From an optimization exercise on the open Yosys and OpenROAD flow, aimed at small area, a short achievable clock period and few clock cycles; shortcuts taken in it are not production practice. At most, simulation tests tie the RTL to the original design; equivalence was not proved. No activity file was given, so power comes from the tool's default toggle rates.

== run B ==
## midi_note_sequencer
module midi_note_sequencer (
	input  wire logic                       clk,
	input  wire logic                       arst_n,
	input  wire logic                       start,
	output logic                            busy,
	input  wire logic [33:0]                request,
	output logic                            strobe,
	output logic [8:0]                      result,
	input  wire logic                       cfg_we,
	input  wire logic [mns_pkg::CFG_IW-1:0] cfg_index,
	input  wire logic [mns_pkg::CFG_DW-1:0] cfg_wdata
);
	logic             take;
	logic [NSLOT-1:0] take_bits;
	logic [NSLOT-1:0] take_left;
	logic             take_any;
	logic [7:0]       take_byte;
	logic [NSLOT-1:0] add_bits;
	logic             pend_q;
	logic             pend_d;
	logic [7:0]       vol;
	logic [7:0]       bank;
	logic [7:0]       prog_m1;
	logic [7:0]       note;
	assign take = start && !busy;
	mns_front u_front (
		.clk       (clk),
		.arst_n    (arst_n),
		.take      (take),
		.request   (request),
		.cfg_we    (cfg_we),
		.cfg_index (cfg_index),
		.cfg_wdata (cfg_wdata),
		.take_bits (take_bits),
		.take_any  (take_any),
		.take_byte (take_byte),
		.take_left (take_left),
		.add_bits  (add_bits),
		.pend_q    (pend_q),
		.pend_d    (pend_d),
		.vol       (vol),
		.bank      (bank),
		.prog_m1   (prog_m1),
		.note      (note)
	);
	mns_tx u_tx (
		.clk       (clk),
		.arst_n    (arst_n),
		.take      (take),
		.take_any  (take_any),
		.take_byte (take_byte),
		.take_left (take_left),
		.add_bits  (add_bits),
		.pend_q    (pend_q),
		.pend_d    (pend_d),
		.vol       (vol),
		.bank      (bank),
		.prog_m1   (prog_m1),
		.note      (note),
		.busy      (busy),
		.strobe    (strobe),
		.result    (result)
	);
endmodule
==> module mns_table, before the edit <==
module mns_table (
	input  wire logic        clk,
	input  wire logic [15:0] whi,     
	input  wire logic [15:0] wlo,     
	input  wire logic [23:0] wdata,
	input  wire logic [7:0]  raddr,
	output logic      [23:0] rdata
);
	logic [255:0][23:0] mem_q;
	logic [255:0]       rsel_q;
	logic [255:0]       wsel;
	logic [23:0][85:0]  t1_n;      
	logic [23:0][21:0]  t2;        
	logic [23:0][5:0]   t3_n;      
	logic [23:0][5:0]   part_n_q;
	always_comb begin
		for (int r = 0; r < 256; r++) begin
			wsel[r] = whi[r / 16] && wlo[r % 16];
		end
		for (int c = 0; c < 24; c++) begin
			rdata[c] = !(&part_n_q[c]);
		end
	end
	for (genvar c = 0; c < 24; c++) begin : g_col
		for (genvar g = 0; g < 85; g++) begin : g_t1
			mns_aoi3 u_aoi (
				.s (rsel_q[3*g+2:3*g]),
				.d ({mem_q[3*g+2][c], mem_q[3*g+1][c], mem_q[3*g][c]}),
				.y (t1_n[c][g])
			);
		end
		assign t1_n[c][85] = !(rsel_q[255] && mem_q[255][c]);
		for (genvar g = 0; g < 21; g++) begin : g_t2
			mns_nand4 u_nand (
				.a (t1_n[c][4*g+3:4*g]),
				.y (t2[c][g])
			);
		end
		mns_nand2 u_nand_l (
			.a (t1_n[c][85:84]),
			.y (t2[c][21])
		);
		for (genvar g = 0; g < 5; g++) begin : g_t3
			mns_nor4 u_nor (
				.a (t2[c][4*g+3:4*g]),
				.y (t3_n[c][g])
			);
		end
		mns_nor2 u_nor_l (
			.a (t2[c][21:20]),
			.y (t3_n[c][5])
		);
	end
	always_ff @(posedge clk) begin
		for (int r = 0; r < 256; r++) begin
			if (wsel[r]) begin
				mem_q[r] <= wdata;
			end
			rsel_q[r] <= (raddr == 8'(r));
		end
		part_n_q <= t3_n;
	end
endmodule
==> flow/config.mk <==
export PLATFORM = sky130hd
export DESIGN_NAME = midi_note_sequencer
export DESIGN_NICKNAME = midi_note_sequencer
export VERILOG_FILES = /design/flow/design.v
export SDC_FILE = /design/flow/constraint.sdc
export NUM_CORES = 4
export LEC_CHECK = 0
export CAP_MARGIN = 20
export CORE_MARGIN = 2
export CORE_UTILIZATION = 42
export CTS_BUF_LIST = sky130_fd_sc_hd__clkbuf_16
export CTS_CLUSTER_DIAMETER = 100
export CTS_CLUSTER_SIZE = 25
export PLACE_DENSITY = 0.5
export SETUP_SLACK_MARGIN = 4.7
export SLEW_MARGIN = 20
export SYNTH_HIERARCHICAL = 1
export SYNTH_MEMORY_MAX_BITS = 8192
export SYNTH_MINIMUM_KEEP_SIZE = 0
==> flow/constraint.sdc <==
create_clock -name core_clock -period 8.0 [get_ports {clk}]
set_input_delay 1.6000 -clock core_clock [delete_from_list [all_inputs] [get_ports {clk}]]
set_output_delay 1.6000 -clock core_clock [all_outputs]
set_load 0.01 [all_outputs]
run.sh (not shown) runs the stock make flow with config.mk's settings and CLKGATE_MAP_FILE= SYNTH_SCRIPT=/design/flow/synth_recipe.tcl, a recipe that flattens the netlist after the stock synthesis.
Testbench counts of run B, summed over its fixed seeds: cycles 11,884.
Here is what was changed in the inputs of run P compared with run B.
diff --git a/flow/design.v b/flow/design.v
--- a/flow/design.v
+++ b/flow/design.v
@@ -379,5 +379,5 @@
 );
 	logic [255:0][23:0] mem_q;
-	logic [255:0]       rsel_q;
+	logic [255:0]       rsel;
 	logic [255:0]       wsel;
 	logic [23:0][85:0]  t1_n;      
@@ -388,4 +388,5 @@
 		for (int r = 0; r < 256; r++) begin
 			wsel[r] = whi[r / 16] && wlo[r % 16];
+			rsel[r] = (raddr == 8'(r));
 		end
 		for (int c = 0; c < 24; c++) begin
@@ -396,10 +397,10 @@
 		for (genvar g = 0; g < 85; g++) begin : g_t1
 			mns_aoi3 u_aoi (
-				.s (rsel_q[3*g+2:3*g]),
+				.s (rsel[3*g+2:3*g]),
 				.d ({mem_q[3*g+2][c], mem_q[3*g+1][c], mem_q[3*g][c]}),
 				.y (t1_n[c][g])
 			);
 		end
-		assign t1_n[c][85] = !(rsel_q[255] && mem_q[255][c]);
+		assign t1_n[c][85] = !(rsel[255] && mem_q[255][c]);
 		for (genvar g = 0; g < 21; g++) begin : g_t2
 			mns_nand4 u_nand (
@@ -428,5 +429,4 @@
 				mem_q[r] <= wdata;
 			end
-			rsel_q[r] <= (raddr == 8'(r));
 		end
 		part_n_q <= t3_n;
Findings:
Run P reports a lower clock power than run B does. Starting density of the core across run P and run B: no real change. Launching element of the worst setup path = u_front.u_table.part_n_q[101]: run B; launching element of the worst setup path = u_front.u_table.part_n_q[99]: run P. From run B to run P the numbers moved as follows: worst setup slack before clock tree synthesis -0.39 ns, number of buffer and inverter stages on the critical path +3, portion of the clock cycle consumed by the worst path in the final layout +5.6 points.
Function not checked in run P: the RTL went through the layout flow alone.

-- afterwards: timing with drivers on the ports --
The results above use ideal ports. As a check the final layouts listed here were re-extracted and re-timed, cells and wires unchanged.
Step 1: set_driving_cell puts a clkbuf_16 on clk and a buf_2 on each other input, an assumption about the parent block.
Step 2 times the ports against the registers' clock, not the clock port: input delays grow and output delays shrink by t, the midpoint of the rising clock arrivals with the driver on.
Slacks: no drivers / after step 1 / after step 2; pairs: no drivers / after step 1.
run	t (ns)	setup slack, ns	worst setup path at the end	worst register clock-pin slew, ns	cell pins on the clock port's net
run B	1.129	4.392 / 4.392 / 3.735	input to register	0.11 / 0.11	1
run P	1.131	3.945 / 3.945 / 3.362	input to register	0.11 / 0.11	1
After both steps setup and hold are still met in every run listed. For run B, which loses most, drivers alone change the setup slack by 0.000 ns; drivers and shift together by -0.657 ns.
